What follows belongs to an exercise in optimizing a design on an open flow for small area and a short achievable clock period; a production flow would make more cautious choices.
At most, simulation tests tie the RTL to the original design; equivalence was not proved.
Power figures rest on the tool's default switching activity, not on a simulated workload.

==> flow/design.v (excerpt) <==
module camera_display_top (
    input  logic       video_clk,
    input  logic       rst_n,
    input  logic       cam_vsync,
    input  logic       cam_href,
    input  logic [7:0] cam_data,
    output logic       vid_hs,
    output logic       vid_vs,
    output logic       vid_de,
    output logic [7:0] vid_r,
    output logic [7:0] vid_g,
    output logic [7:0] vid_b
);
    logic                           pix_en;    
    logic [video_pkg::STORE_AW-1:0] pix_addr;
    logic [video_pkg::PIX_W-1:0]    pix_data;  
    logic [7:0]                     tap_lo;    
    logic [3:0]                     tap_hi;    
    logic [video_pkg::STORE_AW-1:0] rd_pos;    
    logic [3:0]                     rd_lag;    
    logic [2:0]                     rd_low;    
    logic [video_pkg::PIX_W-1:0]    rd_data;
    logic [video_pkg::STORE_AW-1:0] phase;     
    logic                           hs_raw;
    logic                           vs_raw;
    logic                           de_raw;
    always_ff @(posedge video_clk)
    begin
        phase <= phase + 1'b1;
    end
    camera_byte_pack u_byte_pack (
        .video_clk (video_clk),
        .rst_n     (rst_n),
        .cam_vsync (cam_vsync),
        .cam_href  (cam_href),
        .cam_data  (cam_data),
        .pix_en    (pix_en),
        .pix_addr  (pix_addr),
        .pix_data  (pix_data)
    );
    frame_store u_store (
        .video_clk (video_clk),
        .rst_n     (rst_n),
        .phase     (phase),
        .pix_en    (pix_en),
        .pix_addr  (pix_addr),
        .pix_data  (pix_data),
        .tap_lo    (tap_lo),
  ...
Settings: LEC_CHECK=0, CAP_MARGIN=20, CORE_MARGIN=2, CORE_UTILIZATION=50, CTS_CLUSTER_DIAMETER=80, CTS_CLUSTER_SIZE=24, PLACE_DENSITY=0.65, SETUP_SLACK_MARGIN=2.85, SLEW_MARGIN=20; clock period 5.0 ns.
run.sh (not shown) runs the stock make flow with config.mk's settings and CLKGATE_MAP_FILE= SYNTH_SCRIPT=/design/flow/synth_recipe.tcl, a recipe that flattens the netlist after the stock synthesis.
The first run ran to the end with no violations.
Next try:
Settings changed: SETUP_SLACK_MARGIN 2.85 to 2.7.
What happened:
- The changed run finished with timing, DRC and antenna clean
- global-route usage is lower by 0.39 points
- design area went down by 1.2%
- worst setup slack gets worse by 7.6 ps
- sequential share of layout area goes up by 0.85 points
- die area stays the same


camera_display_top, a different RTL version from the one above (not shown whole).
Size in the first run: roughly 4800 cells after synthesis, roughly 39 I/O pins, about 62000 um^2 of cells after synthesis.
// camera_display_top
module camera_display_top (
    input  logic       video_clk,
    input  logic       rst_n,
    input  logic       cam_vsync,
    input  logic       cam_href,
    input  logic [7:0] cam_data,
    output logic       vid_hs,
    output logic       vid_vs,
    output logic       vid_de,
    output logic [7:0] vid_r,
    output logic [7:0] vid_g,
    output logic [7:0] vid_b
);
make LEC_CHECK=0 CAP_MARGIN=20 CORE_MARGIN=2 CORE_UTILIZATION=50 CTS_CLUSTER_DIAMETER=80 CTS_CLUSTER_SIZE=24 PLACE_DENSITY=0.65 SETUP_SLACK_MARGIN=2.8 SLEW_MARGIN=20 finish   # period 5.0 ns
The first run ran to the end with no violations.
Edit:
SETUP_SLACK_MARGIN = 2.7   (was 2.8)
=>
- The changed run finished but fails on antenna violations
- fmax hardly moves
- non-clock buffer count decreases by 9
- first-iteration DRC count grows by 5.7%
- sequential share of layout area rose by 0.28 points
- sequential cell count stays the same
- power shrinks by 0.44%
- cell count stays flat
- worst setup slack gains 0.0046 ns
- utilization fell by 0.22 points
- cell area is lower by about 0.4%
- via count drops by 0.93%
Edit:
CAP_MARGIN = 8   (was 20)
SETUP_SLACK_MARGIN = 2.85   (was 2.7)
SLEW_MARGIN = 8   (was 20)
With this change the flow ran to the end with no violations.
Wire length came out higher by about 1%.
Clock-buffer cell count stays the same.
First-iteration DRC count came out lower by 5.1%.
Synthesized area stays the same.
Final cell count barely changes.
Utilization came out higher by 0.42 points.
Worst setup slack gains 0.020 ns.
Critical path depth came out lower by 4.
Cell area came out higher by about 0.8%.
Synthesized cell count does not change.
Total power came out higher by about 0.5%.


Setup of run 1:
camera_display_top, a different RTL version from the one above (not shown whole).
Size: ~4,800 cells after synthesis, about 39 I/O pins, roughly 62,000 um^2 of cells after synthesis.
clock: 5.0 ns
lec_check: 0
cap_margin: 8
core_margin: 2
core_utilization: 50
cts_cluster_diameter: 100
cts_cluster_size: 30
place_density: 0.65
setup_slack_margin: 2.85
slew_margin: 8
### run 1 -> run 2
diff --git a/flow/config.mk b/flow/config.mk
--- a/flow/config.mk
+++ b/flow/config.mk
@@ -10,6 +10,6 @@
 export CORE_UTILIZATION = 50
-export CTS_CLUSTER_DIAMETER = 100
-export CTS_CLUSTER_SIZE = 30
+export CTS_CLUSTER_DIAMETER = 90
+export CTS_CLUSTER_SIZE = 27
 export PLACE_DENSITY = 0.65
-export SETUP_SLACK_MARGIN = 2.85
+export SETUP_SLACK_MARGIN = 2.95
 export SLEW_MARGIN = 8
==> results.txt <==
- Count of non-CTS inverters in the layout ended up about 1.6% higher on run 2 than on run 1.
- Detail-routed net length per standard cell: run 1 and run 2 compared, lower one is run 1
- Compared to run 1, run 2 shows a narrower setup margin.
- Between run 1 and run 2, the flow reports total power increasing slightly.
- Run 2: full flow OK, the timing, DRC and antenna checks passed
### run 2 -> run 3
diff --git a/flow/config.mk b/flow/config.mk
--- a/flow/config.mk
+++ b/flow/config.mk
@@ -13,3 +13,3 @@
 export PLACE_DENSITY = 0.65
-export SETUP_SLACK_MARGIN = 2.95
+export SETUP_SLACK_MARGIN = 2.85
 export SLEW_MARGIN = 8
==> comparison <==
Run 3 did not stop at any stage, and its layout met the timing, DRC and antenna checks.
Run 3 ends up with lower first-iteration DRC count than run 2 does.
Core utilization: run 3 lower than run 2
Post-route DRC violation count across run 3 and run 2: no real change.
Setup slack: run 3 more than run 2
Routed via count: run 3 vs run 2 — no meaningful difference
Re area of the core: no difference whatsoever between run 2 and run 3.
Looking at run 3 and run 2, the power consumption is a wash.
Going from run 2 to run 3, the relative slew slack was found to have gone up by 0.39 points.
In terms of cell count, run 3 and run 2 differ only marginally.
Re routed wire length: run 3 and run 2 aren't equal, and the lower value belongs to run 3.
A critical path's slowest cell of sky130_fd_sc_hd__dfrtp_2 is what run 2 shows, while sky130_fd_sc_hd__dfrtp_1 belongs to run 3.
Buffering overhead: run 3 vs run 2 down 0.32 points
The inputs of run 4 differ from those of run 3 as listed below.
diff --git a/flow/config.mk b/flow/config.mk
--- a/flow/config.mk
+++ b/flow/config.mk
@@ -10,4 +10,4 @@
 export CORE_UTILIZATION = 50
-export CTS_CLUSTER_DIAMETER = 90
-export CTS_CLUSTER_SIZE = 27
+export CTS_CLUSTER_DIAMETER = 80
+export CTS_CLUSTER_SIZE = 24
 export PLACE_DENSITY = 0.65
[summary]
Between run 3 and run 4, number of clock buffers in the layout increased.
In the tables for run 3 and run 4, met1 wire length reads lower with run 3.
Against run 3 as the reference, run 4 delivers a lower sequential share of layout area.
Diff run 3..run 4 | wire length | negligible
| minimum period implied by the final worst setup slack | run 4 vs run 3 | worse |


camera_display_top again, from the RTL that the note above started with.
Settings: LEC_CHECK=0, CAP_MARGIN=8, CORE_MARGIN=2, CORE_UTILIZATION=50, CTS_CLUSTER_DIAMETER=90, CTS_CLUSTER_SIZE=27, PLACE_DENSITY=0.72, SETUP_SLACK_MARGIN=2.85, SLEW_MARGIN=8; clock period 5.0 ns.
The baseline ran to the end with no violations.
Edit:
CORE_UTILIZATION = 46   (was 50)
PLACE_DENSITY = 0.62   (was 0.72)
Effect: The changed run finished clean; power rises by 0.75%; design area rises by 0.70%; synthesized area does not change.
Edit:
CORE_UTILIZATION = 50   (was 46)
PLACE_DENSITY = 0.65   (was 0.62)
SETUP_SLACK_MARGIN = 2.78   (was 2.85)
Outcome:
- The new run passed the timing, DRC and antenna checks
- clock power shrinks by 2.3%
- die area drops by 7.9%
- cell count drops by 2.3%
- power came out lower by 0.88%
- fmax rose by 1.3%
- setup slack gets better by 29 ps
- cell area falls by 0.93%
- core utilization went up by 3.8 points
- clock-buffer cell count is lower by 2
- global-route usage is higher by 1.3 points


JK:
Another version of the RTL of camera_display_top (not shown whole).
Size in the first run: roughly 5900 cells after synthesis, ~2200 flip-flops, about 39 I/O pins, ~72000 um^2 of cells after synthesis.
export LEC_CHECK = 0
export CAP_MARGIN = 20
export CORE_MARGIN = 2
export CORE_UTILIZATION = 50
export PLACE_DENSITY = 0.65
export SETUP_SLACK_MARGIN = 2.5
export SLEW_MARGIN = 20
create_clock -name core_clock -period 5.0 [get_ports {video_clk}]
[inputs] MS vs JK
Settings: removing SETUP_SLACK_MARGIN (formerly 2.5); changing CORE_UTILIZATION from 50 to 40; changing PLACE_DENSITY from 0.65 to 0.6.
Met3 track utilization from global routing, JK and MS: larger value in JK. Cell area after layout of MS falls short of that of JK by a few percent. The more densely filled core belongs to JK, not MS.
No run of this note included a check of the RTL's function; only the layout flow was run.


Setup of 03-02:
Another version of the RTL of camera_display_top (not shown whole).
Size: about 4300 cells after synthesis, about 2300 flip-flops, ~63000 µm² of cells after synthesis.
// camera_display_top
module camera_display_top (
    input  logic       video_clk,
    input  logic       rst_n,
    input  logic       cam_vsync,
    input  logic       cam_href,
    input  logic [7:0] cam_data,
    output logic       vid_hs,
    output logic       vid_vs,
    output logic       vid_de,
    output logic [7:0] vid_r,
    output logic [7:0] vid_g,
    output logic [7:0] vid_b
);
export LEC_CHECK = 0
export CAP_MARGIN = 20
export CORE_MARGIN = 2
export CORE_UTILIZATION = 50
export CTS_CLUSTER_DIAMETER = 80
export CTS_CLUSTER_SIZE = 24
export PLACE_DENSITY = 0.65
export SETUP_SLACK_MARGIN = 2.7
export SLEW_MARGIN = 20
create_clock -name core_clock -period 5.0 [get_ports {video_clk}]
The inputs of 02-16 differ from those of 03-02 as listed below.
- PLACE_DENSITY: 0.65 -> 0.75
- CTS_CLUSTER_DIAMETER: 80 -> 100
- CTS_CLUSTER_SIZE: 24 -> 30
- CORE_UTILIZATION: 50 -> 60
==> comparison <==
On overall power after layout: 02-16 sits below 03-02.
Area growth from synthesis to layout came out lower on 02-16 than on 03-02.
From 02-16 to 03-02, gate count of the mapped netlist did not move at all.
The sequential share of layout area reported for 02-16 is greater than that of 03-02 by 0.40 points.
02-16 against 03-02: count of clock-buffer cells in the layout decreased by 24 relative to the old numbers, utilization increased by 11 points relative to the old numbers, routability congestion estimate from global placement increased by about 4.3% relative to the old numbers.
Run comparison: 02-16 launching element of the worst setup path u_store.place[1][1]; 03-02 launching element of the worst setup path u_store.landing[1]
Summary of 02-16 over 03-02: sum of routed wire segments on met1 lost 7.4%; final critical-path share of the clock period grew by 0.97 points; number of detailed-routing iterations run before antenna repair has increased.

-- port drivers added, routing unchanged --
How much do the figures lean on ideal ports? The routed layouts below were timed once more, with nothing changed but the port constraints. Step 1 assumes that a clkbuf_16 drives the clock port and a buf_2 every other input. Step 2 moves the port delays by t, midway between the first and last clock arrival at a register: inputs arrive t later, outputs are due t later. That takes back most of the time a late clock gives input paths. Slacks: ideal ports / drivers / drivers and shift; pairs: ideal ports / drivers.
run | t, ns | slack for setup (ns) | hold slack, ns | worst slew at a driven data input, ns | pins driven straight from the clock port
the first run of note 1 | 0.798 | 2.629 / 2.629 / 2.024 | 0.262 / 0.213 / 0.319 | 0.04 | 1
the second run of note 1 | 0.799 | 2.622 / 2.622 / 2.000 | 0.239 / 0.180 / 0.311 | 0.05 | 1
the first run of note 2 | 0.804 | 2.724 / 2.643 / 2.093 | 0.249 / 0.224 / 0.313 | 0.05 | 1
the second run of note 2 | 0.799 | 2.728 / 2.674 / 2.056 | 0.288 / 0.236 / 0.300 | 0.05 | 1
the third run of note 2 | 0.800 | 2.748 / 2.667 / 2.091 | 0.243 / 0.201 / 0.303 | 0.05 | 1
run 1 | 0.775 | 2.749 / 2.677 / 2.188 | 0.324 / 0.324 / 0.324 | 0.07 | 1
run 2 | 0.792 | 2.651 / 2.571 / 2.285 | 0.247 / 0.205 / 0.319 | 0.04 | 1
run 3 | 0.788 | 2.746 / 2.674 / 2.111 | 0.315 / 0.315 / 0.315 | 0.07 | 1
run 4 | 0.790 | 2.742 / 2.669 / 2.211 | 0.316 / 0.316 / 0.316 | 0.07 | 1
the first run of note 4 | 0.778 | 2.721 / 2.651 / 2.131 | 0.286 / 0.288 / 0.312 | 0.07 | 1
the second run of note 4 | 0.816 | 2.728 / 2.659 / 2.195 | 0.305 / 0.261 / 0.305 | 0.04 | 1
the third run of note 4 | 0.776 | 2.758 / 2.685 / 2.087 | 0.261 / 0.212 / 0.321 | 0.04 | 1
JK | 0.954 | 1.980 / 1.980 / 1.727 | 0.250 / 0.190 / 0.330 | 0.03 | 1
MS | 0.938 | 1.651 / 1.651 / 1.651 | 0.116 / 0.062 / 0.319 | 0.04 | 1
03-02 | 0.821 | 2.687 / 2.626 / 2.133 | 0.218 / 0.165 / 0.316 | 0.05 | 1
02-16 | 0.762 | 2.638 / 2.638 / 2.114 | 0.245 / 0.200 / 0.326 | 0.04 | 1
For the second run of note 2, which loses most, drivers alone change the setup slack by -0.054 ns; drivers and shift together by -0.672 ns.
